Source: an optimization exercise on an open RTL-to-GDS flow (aim: small area, a short achievable clock period and few clock cycles). Production flows keep margins and buffers that such runs may drop. The RTL was checked by simulation tests, not by an equivalence proof against the original design. Power figures rest on the tool's default switching activity, not on a simulated workload.

job 101:
Design integer_set_membership_table, start of the top module:
module integer_set_membership_table (
  input  logic                                clk,
  input  logic                                rst,
  input  logic                                in_valid,
  output logic                                in_ready,
  input  logic [1:0]                          op,
  input  logic signed [isms_pkg::VAL_W-1:0]   value,
  output logic                                out_valid,
  input  logic                                out_ready,
  output logic                                was_present,
  output logic [1:0]                          status,
  output logic [isms_pkg::CNT_OUT_W-1:0]      member_count
);
clock: 6.0 ns
lec_check: 0
cap_margin: 20
core_margin: 2
core_utilization: 55
cts_cluster_diameter: 100
cts_cluster_size: 24
setup_slack_margin: 3.5
slew_margin: 20
tns_end_percent: 0
run.sh (not shown) runs the stock make flow with config.mk's settings and CLKGATE_MAP_FILE= SYNTH_SCRIPT=/design/flow/synth_recipe.tcl, a recipe that flattens the netlist after the stock synthesis.
Testbench counts of job 101, summed over its fixed seeds: cycles 5,720.
Modified inputs, job 102 compared to job 101
--- a/flow/config.mk
+++ b/flow/config.mk
@@ -11,5 +11,5 @@
 export CTS_CLUSTER_DIAMETER = 100
 export CTS_CLUSTER_SIZE = 24
-export SETUP_SLACK_MARGIN = 3.5
+export SETUP_SLACK_MARGIN = 3.6
 export SLEW_MARGIN = 20
-export TNS_END_PERCENT = 0
+export TNS_END_PERCENT = 10
- Summary of job 102 over job 101: final worst-path setup slack increased 0.0074 ns, portion of total power attributed to the clock network decreased by 0.2 points relative to the old numbers, cell area moved up.
- Comparing job 102 with job 101, the hold slack came out essentially unchanged.
> inputs changed (job 102 -> job 103)
--- a/flow/config.mk
+++ b/flow/config.mk
@@ -11,5 +11,6 @@
 export CTS_CLUSTER_DIAMETER = 100
 export CTS_CLUSTER_SIZE = 24
-export SETUP_SLACK_MARGIN = 3.6
+export GPL_ROUTABILITY_DRIVEN = 0
+export SETUP_SLACK_MARGIN = 3.5
 export SLEW_MARGIN = 20
 export TNS_END_PERCENT = 10
==> comparison <==
NOTE first-iteration DRC count job 102->job 103 decreased by a few percent. | met3 demand-to-capacity share in global routing | job 103 vs job 102 | 0.27 points lower |. Job 103 -> job 102: part of the Yosys area used for sequential elements delta 0, exact match. Every run (job 102 and job 103) finished clean. Looking at final standard cell utilization of the core, job 103 sits 1.5 points lower than job 102 does.
For job 104, these inputs were changed with respect to job 103:
--- a/flow/config.mk
+++ b/flow/config.mk
@@ -11,5 +11,4 @@
 export CTS_CLUSTER_DIAMETER = 100
 export CTS_CLUSTER_SIZE = 24
-export GPL_ROUTABILITY_DRIVEN = 0
 export SETUP_SLACK_MARGIN = 3.5
 export SLEW_MARGIN = 20
Looking at timing endpoint of the critical path, the ap_any[2] result is from job 104; the ap_any[0] one comes from job 103. Compared with job 103, in job 104 total number of vias went up by 1.2%, worst hold path cell count has remained practically unchanged, final-layout clock buffer total went down by 1. Job 104 ended with every stage complete and zero timing, DRC or antenna violations.
--- input diff job 104..job 105 ---
--- a/flow/config.mk
+++ b/flow/config.mk
@@ -11,5 +11,5 @@
 export CTS_CLUSTER_DIAMETER = 100
 export CTS_CLUSTER_SIZE = 24
-export SETUP_SLACK_MARGIN = 3.5
+export SETUP_SLACK_MARGIN = 3.35
 export SLEW_MARGIN = 20
 export TNS_END_PERCENT = 10
### Flow results
Looking at wire length of the first global-routing pass across job 105 and job 104, the one that comes out lower is job 105. Job 104 → job 105: register area shows no meaningful change; via count down 1,432; number of filler instances in the final layout climbed 220. Going from job 104 to job 105, via count of the first global-routing pass shrank slightly. STATUS internal cell power: job 105 wins against job 104. In the flow results for job 105 and job 104, the met3 usage in global routing is smaller on job 105.

========
willow:
Another version of the RTL of integer_set_membership_table (not shown whole).
Size in the first run: roughly 2200 flip-flops, roughly 0.072 mm^2 of cells after synthesis.
==> flow/config.mk <==
export PLATFORM = sky130hd
export DESIGN_NAME = integer_set_membership_table
export DESIGN_NICKNAME = integer_set_membership_table
export VERILOG_FILES = /design/flow/design.v
export SDC_FILE = /design/flow/constraint.sdc
export NUM_CORES = 4
export LEC_CHECK = 0
export CAP_MARGIN = 20
export CORE_MARGIN = 2
export CORE_UTILIZATION = 55
export CTS_BUF_LIST = sky130_fd_sc_hd__clkbuf_8
export SETUP_SLACK_MARGIN = 3.5
export SLEW_MARGIN = 20
==> flow/constraint.sdc <==
create_clock -name core_clock -period 6.0 [get_ports {clk}]
set_input_delay 1.2000 -clock core_clock [delete_from_list [all_inputs] [get_ports {clk}]]
set_output_delay 1.2000 -clock core_clock [all_outputs]
set_load 0.01 [all_outputs]
willow has completed all stages; timing, DRC and antenna checks passed.
Testbench counts of willow, summed over its fixed seeds: cycles 5,720.
The inputs of juniper differ from those of willow as listed below.
# willow
export LEC_CHECK = 0
export CAP_MARGIN = 20
export CORE_MARGIN = 2
export CORE_UTILIZATION = 55
export CTS_BUF_LIST = sky130_fd_sc_hd__clkbuf_8
export SETUP_SLACK_MARGIN = 3.5
export SLEW_MARGIN = 20
create_clock -name core_clock -period 6.0 [get_ports {clk}]
# juniper
export LEC_CHECK = 0
export CAP_MARGIN = 20
export CORE_MARGIN = 2
export CORE_UTILIZATION = 55
export CTS_CLUSTER_DIAMETER = 100
export CTS_CLUSTER_SIZE = 24
export SETUP_SLACK_MARGIN = 3.5
export SLEW_MARGIN = 20
export TNS_END_PERCENT = 10
create_clock -name core_clock -period 6.0 [get_ports {clk}]
Findings:
- Of juniper and willow, it is juniper that has the higher clock-pin slew of the registers on the worst-case setup and hold paths.
- Between willow and juniper, the number of vias in the routed layout is lower for willow.
- Diff willow -> juniper: power went down by 14%; portion of total power attributed to combinational logic went up 2.7 points; time the final worst path needs with I/O delays and setup dropped 0.14 ns; global-route wire length before repair went up by about 9%.
--- input diff juniper..cedar ---
# juniper
export LEC_CHECK = 0
export CAP_MARGIN = 20
export CORE_MARGIN = 2
export CORE_UTILIZATION = 55
export CTS_CLUSTER_DIAMETER = 100
export CTS_CLUSTER_SIZE = 24
export SETUP_SLACK_MARGIN = 3.5
export SLEW_MARGIN = 20
export TNS_END_PERCENT = 10
create_clock -name core_clock -period 6.0 [get_ports {clk}]
# cedar
export LEC_CHECK = 0
export CAP_MARGIN = 20
export CORE_MARGIN = 2
export CORE_UTILIZATION = 55
export SETUP_SLACK_MARGIN = 3.5
export SLEW_MARGIN = 20
create_clock -name core_clock -period 6.0 [get_ports {clk}]
## What came out
- Comparing area used by multi-input combinational logic for cedar and juniper, the smaller number came from juniper.
- In the reports for cedar and juniper, the larger post-synthesis to final-layout area growth belongs to cedar.
- Cmp cedar vs juniper: global-route wire length before repair lower in cedar
- Going from juniper to cedar, clock-pin slew reported for the worst setup and hold paths after clock tree synthesis down 0.04 ns; worst slew slack as a fraction of its limit shows a reduction of 1.7 points; summed area of non-filler cells in the final layout now larger.
- Clock group total power, cedar vs juniper: up by more than half

========
## v17
integer_set_membership_table with an RTL version that a note above also has.
Size: ~5700 cells after synthesis, ~2200 flip-flops, roughly 0.072 sq mm of cells after synthesis.
## integer_set_membership_table
module integer_set_membership_table (
  input  logic                                clk,
  input  logic                                rst,
  input  logic                                in_valid,
  output logic                                in_ready,
  input  logic [1:0]                          op,
  input  logic signed [isms_pkg::VAL_W-1:0]   value,
  output logic                                out_valid,
  input  logic                                out_ready,
  output logic                                was_present,
  output logic [1:0]                          status,
  output logic [isms_pkg::CNT_OUT_W-1:0]      member_count
);
clock: 6.0 ns
lec_check: 0
cap_margin: 20
core_margin: 2
core_utilization: 55
cts_cluster_diameter: 100
cts_cluster_size: 24
place_density: 0.75
setup_slack_margin: 3.5
slew_margin: 20
tns_end_percent: 10
Testbench counts of v17, summed over its fixed seeds: cycles 5,720.
Setup changes, v17 to v7
--- a/flow/config.mk
+++ b/flow/config.mk
@@ -12,5 +12,3 @@
 export CTS_CLUSTER_SIZE = 24
-export PLACE_DENSITY = 0.75
 export SETUP_SLACK_MARGIN = 3.5
 export SLEW_MARGIN = 20
-export TNS_END_PERCENT = 10
Results
v17 → v7: max-capacitance violation count now sits at about the same level; total design power now sits higher; clock latency of the later-clocked register in the worst-skew pair now sits at about the same level; non-clock buffer instance count of the final layout now sits higher; final worst-path cycle share now sits lower.
Comparing v17 and v7, the lower part of the power in combinational logic was measured on v17.
Compared with v17, v7 shows a higher largest fanout of any net on the critical path.
Setup changes, v7 to v20
--- a/flow/config.mk
+++ b/flow/config.mk
@@ -10,4 +10,3 @@
 export CORE_UTILIZATION = 55
-export CTS_CLUSTER_DIAMETER = 100
-export CTS_CLUSTER_SIZE = 24
+export CTS_BUF_LIST = sky130_fd_sc_hd__clkbuf_8
 export SETUP_SLACK_MARGIN = 3.5
==> comparison <==
- Against v7, v20 reports a clock buffer count that is higher.
- Summary of v20 over v7: final critical-path share of the clock period picked up an extra 3.7 points; first-pass GRT wire length lost 23000 um; wire length after detailed routing lost 28000 um.
- Per the comparison of v20 with v7, routed wirelength normalized by instance count fell by about 14%, total routed wire length on the met1 layer decreased by 3600 um relative to the old numbers, power up 17%.
- v7 → v20: worst hold slack now smaller; maximum fanout along the worst path -20.

========
integer_set_membership_table, a different RTL version from the one above (not shown whole).
Size in the first run: about 2200 flip-flops.
## integer_set_membership_table
module integer_set_membership_table (
  input  logic                                clk,
  input  logic                                rst,
  input  logic                                in_valid,
  output logic                                in_ready,
  input  logic [1:0]                          op,
  input  logic signed [isms_pkg::VAL_W-1:0]   value,
  output logic                                out_valid,
  input  logic                                out_ready,
  output logic                                was_present,
  output logic [1:0]                          status,
  output logic [isms_pkg::CNT_OUT_W-1:0]      member_count
);
==> flow/config.mk <==
export PLATFORM = sky130hd
export DESIGN_NAME = integer_set_membership_table
export DESIGN_NICKNAME = integer_set_membership_table
export VERILOG_FILES = /design/flow/design.v
export SDC_FILE = /design/flow/constraint.sdc
export NUM_CORES = 4
export LEC_CHECK = 0
export CAP_MARGIN = 20
export CORE_MARGIN = 2
export CORE_UTILIZATION = 55
export CTS_BUF_LIST = sky130_fd_sc_hd__clkbuf_8
export SETUP_SLACK_MARGIN = 3.5
export SLEW_MARGIN = 20
==> flow/constraint.sdc <==
create_clock -name core_clock -period 6.0 [get_ports {clk}]
set_input_delay 1.2000 -clock core_clock [delete_from_list [all_inputs] [get_ports {clk}]]
set_output_delay 1.2000 -clock core_clock [all_outputs]
set_load 0.01 [all_outputs]
The starting point passed the timing, DRC and antenna checks.
Testbench counts at the start, summed over its fixed seeds: cycles 5,720.
Next try:
- CTS_BUF_LIST: sky130_fd_sc_hd__clkbuf_8 -> not set
Effect: Global-route usage climbs by 1.2 points. Design area is higher by 2.4%. Synthesized cell count stays the same. Total power climbs by 4.1%. Cell count falls by 0.97%. Clock power goes up by about 9%.

-- re-timing with driven ports --
How much do the figures lean on ideal ports? The routed layouts below were timed once more, with nothing changed but the port constraints. Step 1: set_driving_cell puts a clkbuf_16 on clk and a buf_2 on each other input, an assumption about the parent block. Step 2 moves the port delays by t, midway between the first and last clock arrival at a register: inputs arrive t later, outputs are due t later. That takes back most of the time a late clock gives input paths. a / b / c = ideal ports / drivers / drivers and shift; a / b = the first two.
run	t (ns)	setup slack, ns	hold slack, ns	worst setup path at the end	worst data-port slew with drivers (ns)
job 101	0.841	3.373 / 3.159 / 2.318	0.346 / 0.346 / 0.346	input to register	0.35
job 102	0.837	3.381 / 3.232 / 2.395	0.344 / 0.344 / 0.344	input to register	0.50
job 103	0.822	3.337 / 3.175 / 2.354	0.345 / 0.345 / 0.345	input to register	0.38
job 104	0.832	3.420 / 3.191 / 2.359	0.344 / 0.344 / 0.344	input to register	0.38
job 105	0.826	3.186 / 3.092 / 2.267	0.346 / 0.346 / 0.346	input to register	0.36
willow	1.074	3.284 / 3.207 / 2.265	0.348 / 0.348 / 0.348	input to register	0.36
juniper	0.827	3.419 / 3.237 / 2.410	0.359 / 0.359 / 0.359	input to register	0.41
cedar	0.911	3.401 / 3.223 / 2.312	0.353 / 0.353 / 0.353	input to register	0.44
v17	0.818	3.332 / 3.162 / 2.344	0.345 / 0.345 / 0.345	input to register	0.39
v7	0.845	3.429 / 3.224 / 2.379	0.355 / 0.355 / 0.355	input to register	0.39
v20	1.069	3.205 / 3.130 / 2.286	0.348 / 0.348 / 0.348	input to register	0.32
the first run of note 4	1.098	3.269 / 3.177 / 2.079	0.324 / 0.324 / 0.324	input to register	0.36
the second run of note 4	0.917	3.237 / 3.037 / 2.120	0.353 / 0.353 / 0.353	input to register	0.38
After both steps every run listed still meets setup and hold. For the first run of note 4, which loses most, drivers alone change the setup slack by -0.092 ns; drivers and shift together by -1.190 ns.
